Source: an optimization exercise on an open RTL-to-GDS flow (aim: small area, a short achievable clock period and few clock cycles). Production flows keep margins and buffers that such runs may drop. The RTL was checked by simulation tests, not by an equivalence proof against the original design. Power and IR drop assume default switching activity.

$ cat run.sh
#!/bin/bash
# synth_recipe.tcl (not shown) runs the flow's synth.tcl, then flattens the netlist and writes it again
# the make line also repeats each setting of config.mk as NAME=value (left out here)
make -C /OpenROAD-flow-scripts/flow DESIGN_CONFIG=/design/flow/config.mk WORK_HOME=/design/flow/orfs CLKGATE_MAP_FILE= SYNTH_SCRIPT=/design/flow/synth_recipe.tcl finish
$ cat config.mk
export PLATFORM = sky130hd
export DESIGN_NAME = dma_backend
export DESIGN_NICKNAME = dma_backend
export VERILOG_FILES = /design/flow/design.v
export SDC_FILE = /design/flow/constraint.sdc
export NUM_CORES = 4
export LEC_CHECK = 0
export CAP_MARGIN = 20
export CORE_MARGIN = 2
export CORE_UTILIZATION = 40
export PLACE_DENSITY = 0.6
export SLEW_MARGIN = 20
$ cat constraint.sdc
create_clock -name core_clock -period 8.5 [get_ports {clk_i}]
set_input_delay 1.7000 -clock core_clock [delete_from_list [all_inputs] [get_ports {clk_i}]]
set_output_delay 1.7000 -clock core_clock [all_outputs]
set_load 0.01 [all_outputs]
$ cat design.v
`timescale 1ns/10ps
package dma_pkg;
  parameter int unsigned AddrWidth = 32;
  parameter int unsigned DataWidth = 32;
  parameter int unsigned LenWidth  = 8;
  parameter int unsigned StrbWidth = DataWidth / 8;
  parameter int unsigned PageBytes = 4096;
  parameter int unsigned MaxBeats  = 16;
  typedef logic [AddrWidth-1:0] addr_t;
  typedef logic [DataWidth-1:0] data_t;
  typedef logic [LenWidth-1:0]  len_t;
  typedef logic [31:0]          bytes_t;
  typedef struct packed {
    addr_t  src;
    addr_t  dst;
    bytes_t num_bytes;
    logic   serialize;
  } burst_req_t;
  typedef struct packed {
    addr_t src;
    addr_t dst;
    len_t  len;
    logic  last;
  } burst_desc_t;
  typedef struct packed {
    addr_t addr;
    len_t  len;
  } ax_chan_t;
  typedef struct packed {
    data_t data;
    logic  last;
  } r_chan_t;
  typedef struct packed {
    data_t data;
    logic  last;
  } w_chan_t;
  typedef enum logic {
    IDLE,
    SPLIT
  } reshape_state_e;
endpackage
`timescale 1ns/10ps
module dma_fifo #(
  parameter int unsigned Depth = 4,
  parameter int unsigned Width = 1
) (
  input  logic  clk_i,
  input  logic  rst_ni,
  input  logic  push_i,
  input  logic [Width-1:0] data_i,
  input  logic  pop_i,
  output logic [Width-1:0] data_o,
  output logic  full_o,
  output logic  empty_o
);
  localparam int unsigned PtrWidth = (Depth > 1) ? $clog2(Depth) : 1;
  localparam int unsigned CntWidth = $clog2(Depth + 1);
  logic [Width-1:0]    mem_q [Depth];
  logic [PtrWidth-1:0] wr_ptr_q;
  logic [PtrWidth-1:0] rd_ptr_q;
  logic [CntWidth-1:0] count_q;
  logic                do_push;
  logic                do_pop;
  localparam logic [PtrWidth-1:0] LastPtr = PtrWidth'(Depth - 1);
  logic [PtrWidth-1:0] wr_ptr_inc;
  logic [PtrWidth-1:0] rd_ptr_inc;
  assign wr_ptr_inc = (wr_ptr_q == LastPtr) ? '0 : wr_ptr_q + 1'b1;
  assign rd_ptr_inc = (rd_ptr_q == LastPtr) ? '0 : rd_ptr_q + 1'b1;
  assign full_o  = (count_q == CntWidth'(Depth));
  assign empty_o = (count_q == '0);
  assign do_push = push_i & ~full_o;
  assign do_pop  = pop_i & ~empty_o;
  assign data_o = mem_q[rd_ptr_q];
  always_ff @(posedge clk_i or negedge rst_ni) begin
    if (!rst_ni) begin
      wr_ptr_q <= '0;
      rd_ptr_q <= '0;
      count_q  <= '0;
    end else begin
      if (do_push) begin
        wr_ptr_q <= wr_ptr_inc;
      end
      if (do_pop) begin
        rd_ptr_q <= rd_ptr_inc;
      end
      count_q <= count_q + CntWidth'(do_push) - CntWidth'(do_pop);
    end
  end
  always_ff @(posedge clk_i) begin
    if (do_push) begin
      mem_q[wr_ptr_q] <= data_i;
    end
  end
endmodule
`timescale 1ns/10ps
module dma_burst_reshaper #(
  parameter int unsigned MaxBeats = dma_pkg::MaxBeats
) (
  input  logic                 clk_i,
  input  logic                 rst_ni,
  input  dma_pkg::burst_req_t  req_i,
  input  logic                 req_empty_i,
  output logic                 req_pop_o,
  input  logic                 trans_complete_i,
  output dma_pkg::burst_desc_t desc_o,
  output logic                 desc_valid_o,
  input  logic                 desc_ready_i,
  output logic                 busy_o
);
  localparam int unsigned PageBits   = $clog2(dma_pkg::PageBytes);
  localparam int unsigned WordBits   = $clog2(dma_pkg::StrbWidth);
  localparam logic [31:0] BurstBytes = 32'(MaxBeats * dma_pkg::StrbWidth);
  dma_pkg::reshape_state_e state_q;
  dma_pkg::reshape_state_e state_d;
  dma_pkg::addr_t          src_q;
  dma_pkg::addr_t          src_d;
  dma_pkg::addr_t          dst_q;
  dma_pkg::addr_t          dst_d;
  dma_pkg::bytes_t         left_q;
  dma_pkg::bytes_t         left_d;
  logic [3:0]     pending_q;
  logic [3:0]     pending_d;
  dma_pkg::bytes_t src_to_page;
  dma_pkg::bytes_t dst_to_page;
  dma_pkg::bytes_t burst_bytes;
  logic   load;
  logic   accept;
  dma_pkg::bytes_t min_burst;
  dma_pkg::bytes_t min_page;
  assign src_to_page = dma_pkg::bytes_t'(dma_pkg::PageBytes) - dma_pkg::bytes_t'(src_q[PageBits-1:0]);
  assign dst_to_page = dma_pkg::bytes_t'(dma_pkg::PageBytes) - dma_pkg::bytes_t'(dst_q[PageBits-1:0]);
  assign min_burst   = (left_q < BurstBytes) ? left_q : BurstBytes;
  assign min_page    = (src_to_page < dst_to_page) ? src_to_page : dst_to_page;
  assign burst_bytes = (min_burst < min_page) ? min_burst : min_page;
  assign desc_o.src  = src_q;
  assign desc_o.dst  = dst_q;
  assign desc_o.len  = dma_pkg::len_t'((burst_bytes >> WordBits) - 1);
  assign desc_o.last = (burst_bytes == left_q);
  assign desc_valid_o = (state_q == dma_pkg::SPLIT);
  assign accept       = desc_valid_o & desc_ready_i;
  assign busy_o       = (state_q != dma_pkg::IDLE);
  assign req_pop_o = (state_q == dma_pkg::IDLE) & ~req_empty_i & ~(req_i.serialize & (pending_q != '0));
  assign load      = req_pop_o & (req_i.num_bytes != '0);
  always_comb begin
    state_d     = state_q;
    src_d       = src_q;
    dst_d       = dst_q;
    left_d      = left_q;
    pending_d   = pending_q - 4'(trans_complete_i);
    unique case (state_q)
      dma_pkg::IDLE: begin
        if (load) begin
          src_d       = req_i.src;
          dst_d       = req_i.dst;
          left_d      = req_i.num_bytes;
          pending_d   = pending_d + 4'd1;
          state_d     = dma_pkg::SPLIT;
        end
      end
      dma_pkg::SPLIT: begin
        if (accept) begin
          src_d  = src_q + dma_pkg::addr_t'(burst_bytes);
          dst_d  = dst_q + dma_pkg::addr_t'(burst_bytes);
          left_d = left_q - burst_bytes;
          if (desc_o.last) begin
            state_d = dma_pkg::IDLE;
          end
        end
      end
      default: state_d = dma_pkg::IDLE;
    endcase
  end
  always_ff @(posedge clk_i or negedge rst_ni) begin
    if (!rst_ni) begin
      state_q     <= dma_pkg::IDLE;
      pending_q   <= '0;
    end else begin
      state_q     <= state_d;
      pending_q   <= pending_d;
    end
  end
  always_ff @(posedge clk_i) begin
    src_q  <= src_d;
    dst_q  <= dst_d;
    left_q <= left_d;
  end
endmodule
`timescale 1ns/10ps
module dma_data_mover #(
  parameter int unsigned QueueDepth  = 4,
  parameter int unsigned BufferDepth = 8
) (
  input  logic                 clk_i,
  input  logic                 rst_ni,
  input  dma_pkg::burst_desc_t desc_i,
  input  logic                 desc_valid_i,
  output logic                 desc_ready_o,
  output dma_pkg::ax_chan_t    ar_o,
  output logic                 ar_valid_o,
  input  logic                 ar_ready_i,
  output dma_pkg::ax_chan_t    aw_o,
  output logic                 aw_valid_o,
  input  logic                 aw_ready_i,
  input  dma_pkg::r_chan_t     r_i,
  input  logic                 r_valid_i,
  output logic                 r_ready_o,
  output dma_pkg::w_chan_t     w_o,
  output logic                 w_valid_o,
  input  logic                 w_ready_i,
  input  logic                 b_valid_i,
  output logic                 b_ready_o,
  output logic                 idle_o,
  output logic                 trans_complete_o
);
  localparam int unsigned CntWidth = $clog2(QueueDepth + 1);
  logic                desc_push;
  dma_pkg::ax_chan_t            ar_in;
  dma_pkg::ax_chan_t            aw_in;
  logic                ar_full;
  logic                ar_empty;
  logic                aw_full;
  logic                aw_empty;
  logic                wlen_full;
  logic                wlen_empty;
  logic                wlen_pop;
  dma_pkg::len_t                wlen_head;
  logic                blast_full;
  logic                blast_empty;
  logic                blast_head;
  logic                buf_full;
  logic                buf_empty;
  dma_pkg::data_t               buf_head;
  logic                ar_fire;
  logic                aw_fire;
  logic                r_fire;
  logic                w_fire;
  logic                b_fire;
  logic [CntWidth-1:0] rd_out_q;
  dma_pkg::len_t                w_cnt_q;
  logic                complete_q;
  assign desc_ready_o = ~ar_full & ~aw_full & ~wlen_full & ~blast_full;
  assign desc_push    = desc_valid_i & desc_ready_o;
  assign ar_in.addr = desc_i.src;
  assign ar_in.len  = desc_i.len;
  assign aw_in.addr = desc_i.dst;
  assign aw_in.len  = desc_i.len;
  dma_fifo #(.Depth(QueueDepth), .Width(dma_pkg::AddrWidth + dma_pkg::LenWidth)) i_ar_queue (
    .clk_i, .rst_ni, .push_i(desc_push), .data_i(ar_in), .pop_i(ar_fire),
    .data_o(ar_o), .full_o(ar_full), .empty_o(ar_empty));
  dma_fifo #(.Depth(QueueDepth), .Width(dma_pkg::AddrWidth + dma_pkg::LenWidth)) i_aw_queue (
    .clk_i, .rst_ni, .push_i(desc_push), .data_i(aw_in), .pop_i(aw_fire),
    .data_o(aw_o), .full_o(aw_full), .empty_o(aw_empty));
  dma_fifo #(.Depth(QueueDepth), .Width(dma_pkg::LenWidth)) i_wlen_queue (
    .clk_i, .rst_ni, .push_i(desc_push), .data_i(desc_i.len), .pop_i(wlen_pop),
    .data_o(wlen_head), .full_o(wlen_full), .empty_o(wlen_empty));
  dma_fifo #(.Depth(QueueDepth), .Width(1)) i_blast_queue (
    .clk_i, .rst_ni, .push_i(desc_push), .data_i(desc_i.last), .pop_i(b_fire),
    .data_o(blast_head), .full_o(blast_full), .empty_o(blast_empty));
  assign ar_valid_o = ~ar_empty;
  assign aw_valid_o = ~aw_empty;
  assign ar_fire    = ar_valid_o & ar_ready_i;
  assign aw_fire    = aw_valid_o & aw_ready_i;
  assign r_ready_o = ~buf_full & (rd_out_q != '0);
  assign r_fire    = r_valid_i & r_ready_o;
  dma_fifo #(.Depth(BufferDepth), .Width(dma_pkg::DataWidth)) i_data_buffer (
    .clk_i, .rst_ni, .push_i(r_fire), .data_i(r_i.data), .pop_i(w_fire),
    .data_o(buf_head), .full_o(buf_full), .empty_o(buf_empty));
  assign w_valid_o = ~buf_empty & ~wlen_empty;
  assign w_o.data  = buf_head;
  assign w_o.last  = (w_cnt_q == wlen_head);
  assign w_fire    = w_valid_o & w_ready_i;
  assign wlen_pop  = w_fire & w_o.last;
  assign b_ready_o        = ~blast_empty;
  assign b_fire           = b_valid_i & b_ready_o;
  assign trans_complete_o = complete_q;
  assign idle_o = ar_empty & aw_empty & wlen_empty & blast_empty & buf_empty;
  always_ff @(posedge clk_i or negedge rst_ni) begin
    if (!rst_ni) begin
      rd_out_q   <= '0;
      w_cnt_q    <= '0;
      complete_q <= 1'b0;
    end else begin
      rd_out_q <= rd_out_q + CntWidth'(ar_fire) - CntWidth'(r_fire & r_i.last);
      if (w_fire) begin
        w_cnt_q <= w_o.last ? '0 : w_cnt_q + 1'b1;
      end
      complete_q <= b_fire & blast_head;
    end
  end
endmodule
`timescale 1ns/10ps
module dma_backend #(
  parameter int unsigned ReqDepth    = 4,
  parameter int unsigned QueueDepth  = 4,
  parameter int unsigned BufferDepth = 8,
  parameter int unsigned MaxBeats    = dma_pkg::MaxBeats
) (
  input  logic        clk_i,
  input  logic        rst_ni,
  input  logic        valid_i,
  input  logic [31:0] req_src_i,
  input  logic [31:0] req_dst_i,
  input  logic [31:0] req_num_bytes_i,
  input  logic        req_serialize_i,
  output logic        ready_o,
  output logic [31:0] ar_addr_o,
  output logic [7:0]  ar_len_o,
  output logic        ar_valid_o,
  input  logic        ar_ready_i,
  output logic [31:0] aw_addr_o,
  output logic [7:0]  aw_len_o,
  output logic        aw_valid_o,
  input  logic        aw_ready_i,
  output logic [31:0] w_data_o,
  output logic        w_last_o,
  output logic        w_valid_o,
  input  logic        w_ready_i,
  input  logic [31:0] r_data_i,
  input  logic        r_last_i,
  input  logic        r_valid_i,
  output logic        r_ready_o,
  input  logic        b_valid_i,
  output logic        b_ready_o,
  output logic        backend_idle_o,
  output logic        trans_complete_o
);
  dma_pkg::burst_req_t  req_in;
  dma_pkg::burst_req_t  req;
  dma_pkg::ax_chan_t    ar;
  dma_pkg::ax_chan_t    aw;
  dma_pkg::w_chan_t     w;
  dma_pkg::r_chan_t     r;
  logic        req_full;
  logic        req_empty;
  logic        req_pop;
  dma_pkg::burst_desc_t desc;
  logic        desc_valid;
  logic        desc_ready;
  logic        reshape_busy;
  logic        mover_idle;
  assign req_in.src       = req_src_i;
  assign req_in.dst       = req_dst_i;
  assign req_in.num_bytes = req_num_bytes_i;
  assign req_in.serialize = req_serialize_i;
  assign ar_addr_o = ar.addr;
  assign ar_len_o  = ar.len;
  assign aw_addr_o = aw.addr;
  assign aw_len_o  = aw.len;
  assign w_data_o  = w.data;
  assign w_last_o  = w.last;
  assign r.data    = r_data_i;
  assign r.last    = r_last_i;
  assign ready_o = ~req_full;
  dma_fifo #(.Depth(ReqDepth), .Width(2 * dma_pkg::AddrWidth + 33)) i_req_fifo (
    .clk_i, .rst_ni, .push_i(valid_i & ready_o & (req_num_bytes_i != '0)), .data_i(req_in),
    .pop_i(req_pop), .data_o(req), .full_o(req_full), .empty_o(req_empty));
  dma_burst_reshaper #(.MaxBeats(MaxBeats)) i_reshaper (
    .clk_i, .rst_ni, .req_i(req), .req_empty_i(req_empty), .req_pop_o(req_pop),
    .trans_complete_i(trans_complete_o), .desc_o(desc), .desc_valid_o(desc_valid),
    .desc_ready_i(desc_ready), .busy_o(reshape_busy));
  dma_data_mover #(.QueueDepth(QueueDepth), .BufferDepth(BufferDepth)) i_mover (
    .clk_i, .rst_ni, .desc_i(desc), .desc_valid_i(desc_valid), .desc_ready_o(desc_ready),
    .ar_o(ar), .ar_valid_o, .ar_ready_i, .aw_o(aw), .aw_valid_o, .aw_ready_i,
    .r_i(r), .r_valid_i, .r_ready_o, .w_o(w), .w_valid_o, .w_ready_i,
    .b_valid_i, .b_ready_o, .idle_o(mover_idle), .trans_complete_o);
  assign backend_idle_o = req_empty & ~reshape_busy & mover_idle;
endmodule
==> reports/summary.json <==
{
  "finalInstanceArea": {"value": 59300, "unit": "sq um"},
  "timing_max_transition_violations_final": {"value": 0},
  "boundaryPins": {"value": 259},
  "sequentialPowerShare": {"value": 37.9, "unit": "%"},
  "grt_overflow": {"value": 0},
  "drt-vias-per-instance": {"value": 5.33},
  "synth-async-reset-ratio": {"value": 5.35, "unit": "%"},
  "number_of_cells_traversed_by_the_worst_register_to_register_path": {"value": 33},
  "initial_core_util": {"value": 40.4, "unit": "%"},
  "tot_gr_track_use": {"value": 17.7, "unit": "%"},
  "synthDominantAreaCellType": {"value": "sky130_fd_sc_hd__edfxtp_1"},
  "numPortBuffers": {"value": 258},
  "ys_seq_area_share": {"value": 68.8, "unit": "%"},
  "synth_cell_types": {"value": 72},
  "vias_in_the_first_global_route": {"value": 26900},
  "rsz0062_at_grt": {"value": "true"},
  "drive_above_1_share": {"value": 17.8, "unit": "%"},
  "leakage_power_summed_over_all_cells": {"value": 0.0203, "unit": "uW"},
  "worst-r2r-setup-slack": {"value": 390, "unit": "ps"},
  "clock_sink_count": {"value": 1158},
  "drt-wirelength-per-cell": {"value": 22.5, "unit": "um"},
  "worst_path_max_delay_cell": {"value": "sky130_fd_sc_hd__or4_1"},
  "maximum_number_of_pins_on_one_net_before_global_route_repair": {"value": 76},
  "ant_nets": {"value": 0},
  "yosysWarnings": {"value": 7},
  "r2r-start": {"value": "i_reshaper.dst_q[2]"},
  "die_h": {"value": 358, "unit": "um"},
  "firstDrtPassIters": {"value": 5},
  "drc": {"value": 0},
  "switching_share": {"value": 35.0, "unit": "%"},
  "detail_route.wirelength": {"value": 114000, "unit": "um"},
  "floorplan.die_area": {"value": 128000, "unit": "sq um"},
  "worst_setup_path_start_kind": {"value": "flop"},
  "reg2reg_to": {"value": "i_reshaper.left_q[22]"},
  "dominant_cell_by_count_in_the_synthesized_netlist": {"value": "sky130_fd_sc_hd__edfxtp_1"},
  "clkSlewWorstSetupHoldPaths": {"value": 60, "unit": "ps"},
  "num_rows": {"value": 129},
  "setup_viol_count_final": {"value": 0},
  "grt_antenna_before_repair": {"value": 18},
  "top_flip_flop_cell_by_instance_count_after_synthesis": {"value": "sky130_fd_sc_hd__edfxtp_1"},
  "detail_route.iter0.violations": {"value": 1954},
  "worstPathRequired": {"value": 8960, "unit": "ps"},
  "worstHoldPathType": {"value": "reg2reg"},
  "switchingPower": {"value": 9040, "unit": "uW"},
  "cts.path.max_buffers": {"value": 3},
  "timing_worst_slew_pin_value": {"value": 1050, "unit": "ps"},
  "min_from": {"value": "i_mover.i_ar_queue.count_q[2]"},
  "hold_path_end": {"value": "i_mover.i_ar_queue.count_q[2]"},
  "slew_headroom": {"value": 30.1, "unit": "%"},
  "clock_tree_from_tritoncts": {"value": "yes"},
  "root_buffer": {"value": "sky130_fd_sc_hd__clkbuf_16"},
  "critPathMaxFanout": {"value": 18},
  "cellInternalPower": {"value": 16800, "unit": "uW"},
  "synthesis.instances": {"value": 2913},
  "worst_hold_path.num_cells": {"value": 1},
  "fillerInstances": {"value": 10500},
  "max_cap_violations": {"value": 0},
  "power.share.combinational": {"value": 41.7, "unit": "%"},
  "setup-tns-final": {"value": 0, "unit": "ps"},
  "ys_ff_latch": {"value": 1158},
  "floorplan.core_area": {"value": 124000, "unit": "sq um"},
  "power.density_cell_area": {"value": 437, "unit": "nW/um^2"},
  "dr_total_vias": {"value": 27000},
  "final_hold_viol_count": {"value": 0},
  "final_nets": {"value": 3641},
  "grt_first_pass_wirelength": {"value": 171000, "unit": "um"},
  "crit_path_frequent_cell": {"value": "sky130_fd_sc_hd__a21oi_1"},
  "timing.critical_path.slowest_cell_delay": {"value": 580, "unit": "ps"},
  "synth.avg_cell_area": {"value": 17.2, "unit": "sq um"},
  "worstSkewPairLatency": {"value": 710, "unit": "ps"},
  "ir_worst_vdd": {"value": 0.235, "unit": "mV"},
  "synth_top_area_share": {"value": 65.7, "unit": "%"},
  "timing.critical_path.to_type": {"value": "flop"},
  "period_minus_slack": {"value": 8110, "unit": "ps"},
  "power_frac_clock": {"value": 20.4, "unit": "%"},
  "place_hpwl": {"value": 75400, "unit": "um"},
  "synth_enable_flop_cells": {"value": 1096},
  "timing.critical_path.buf_inv": {"value": 3},
  "status": {"value": "finished clean"},
  "placement.cell_area": {"value": 55200, "unit": "sq um"},
  "fp.dieW": {"value": 358, "unit": "um"},
  "max_clock_freq": {"value": 0.123, "unit": "GHz"},
  "period_share": {"value": 95.4, "unit": "%"},
  "netlist_area": {"value": 50100, "unit": "sq um"},
  "synth_top_cells_by_count": {"value": "sky130_fd_sc_hd__edfxtp_1 (1096), sky130_fd_sc_hd__mux4_2 (250), sky130_fd_sc_hd__nand2_1 (184)"},
  "tritoncts_buffers": {"value": 117},
  "holdBufCountCts": {"value": 0},
  "area_delta_synth_final": {"value": 18.3, "unit": "%"},
  "fin_skew": {"value": 20.1, "unit": "ps"},
  "cts.htree.levels": {"value": 3},
  "worst_setup_path_type": {"value": "reg2reg"},
  "critical_path.top_delay_family": {"value": "compound AO/OA/AOI/OAI gates"},
  "cp_arrival": {"value": 8570, "unit": "ps"},
  "synth.top_cells.by_area": {"value": "sky130_fd_sc_hd__edfxtp_1 (66%), sky130_fd_sc_hd__mux4_2 (11%), sky130_fd_sc_hd__ha_1 (4.3%)"},
  "place.gp.congestion": {"value": 0.874}
}
## registers in the layout, summed over array words and instances (netlist names), 4 cells and up
register	count
i_reshaper.src_q	32
i_mover.i_aw_queue.mem_q	160
i_reshaper.left_q	32
i_reshaper.pending_q	4
i_reshaper.dst_q	32
i_req_fifo.mem_q	388
i_mover.i_blast_queue.mem_q	4
i_mover.i_data_buffer.count_q	4
i_mover.i_ar_queue.mem_q	160
i_mover.i_wlen_queue.mem_q	32
i_mover.w_cnt_q	8
i_mover.i_data_buffer.mem_q	256
## power groups by stage
stage / clock [uW] / combinational (uW) / sequential [uW]
5_1_grt: 5630 / 11900 / 9990
2_1_floorplan: 0 / 6920 / 9690
4_1_cts: 5410 / 10800 / 9830
3_5_place_dp: 0 / 10700 / 9940
3_3_place_gp: 0 / 10700 / 9880
6_report: 5270 / 10800 / 9800
## area by class of cell
cell class                      count  area (sq um)  share of cell area (%)
Clock buffer                      145          3060                    5.17
Timing Repair Buffer              335          3170                    5.35
Tap cell                         1637          2050                    3.46
Antenna cell                        3          7.51                  0.0127
Sequential cell                  1158         34500                    58.2
Clock inverter                     71           930                    1.57
Multi-Input combinational cell   1596         15100                    25.5
Inverter                          113           427                   0.720
## cell families (layout without fill, tap and decap cells)
family,count (synthesis),after routing,share of synthesized area (%)
flops,1158,1158,68.8
simple gates,506,506,4.84
compound gates,413,413,5.23
mux,309,309,12.5
buf+inv,217,664,1.67
fa+ha+maj,182,182,4.70
xor+xnor,126,126,2.20
other cells,2,63,0.0150
## layer usage
| layer | vias up | wire [um] | GRT usage (%) |
|---|---|---|---|
| met5 | - | 160 | 0 |
| met4 | 26 | 2890 | 5.58 |
| met3 | 192 | 6350 | 3.04 |
| met2 | 691 | 52800 | 27.6 |
| met1 | 13700 | 51700 | 25.5 |
| li1 | 12300 | - | - |
## metrics by stage
stage | total power, uW | hold WS (ps) | setup slack [ps] | utilization (%) | instances
finish | 25900 | 499 | 389 | 47.8 | 5058
global route | 27500 | 536 | -78.4 | 47.8 | 5057
CTS | 26100 | 499 | 31.0 | 47.8 | 5054
detailed placement | 20700 | 487 | -164 | 44.5 | 4835
global placement | 20600 | 488 | 86.8 | 44.5 | 4835
floorplan | 16600 | 461 | 272 | - | 2971
## placed cells by master, fill, tap and decap left out, drive strengths merged, types with 87 or more instances in the layout
| cell type | instances |
|---|---|
| edfxtp | 1096 |
| inv | 116 |
| o21ai | 135 |
| ha | 172 |
| mux4 | 250 |
| nand2 | 184 |
| nor2 | 87 |
| clkdlybuf4s50 | 257 |
| a21oi | 99 |
| clkbuf | 145 |
## repair_timing
item,4_1_cts,5_1_grt
setup endpoints to repair,4,41
gates resized for setup,1,11
pin swaps,1,1
buffers inserted,3,1
## worst max path at each step
stage	from	to	slack, ps	cells past startpoint
after global routing	i_reshaper.dst_q[2]	i_reshaper.left_q[22]	-80	33
final	i_reshaper.dst_q[2]	i_reshaper.left_q[22]	390	33
after detailed placement	i_reshaper.dst_q[2]	i_reshaper.left_q[22]	-160	30
after floorplan	i_reshaper.dst_q[2]	i_reshaper.left_q[22]	270	32
after CTS	i_reshaper.dst_q[2]	i_reshaper.left_q[22]	30	31
after global placement	i_reshaper.dst_q[2]	i_reshaper.left_q[22]	90	30
Testbench counts, summed over its fixed seeds: cycles 34,014.

## re-timing with driven ports
No port has a modelled driver above. Below, the same layout with a new extraction and two added sets of constraints. Step 1: set_driving_cell puts a clkbuf_16 on clk_i and a buf_2 on each other input, an assumption about the parent block. Step 2 also shifts input and output timing later by t, the mid clock arrival at the registers, as if the neighbouring blocks saw the same clock. Three values: ideal ports, drivers, drivers and shift; two values: the first two.
t, ns: 0.784
setup WS [ns]: 0.389 / 0.389 / 0.389
slew at the worst register clock pin (ns): 0.07 / 0.07
worst data-port slew with drivers (ns): 0.12
pins driven straight from the clock port: 1
After both steps this run still meets setup and hold. For this run, drivers alone change the setup slack by 0.000 ns; drivers and shift together by 0.000 ns.
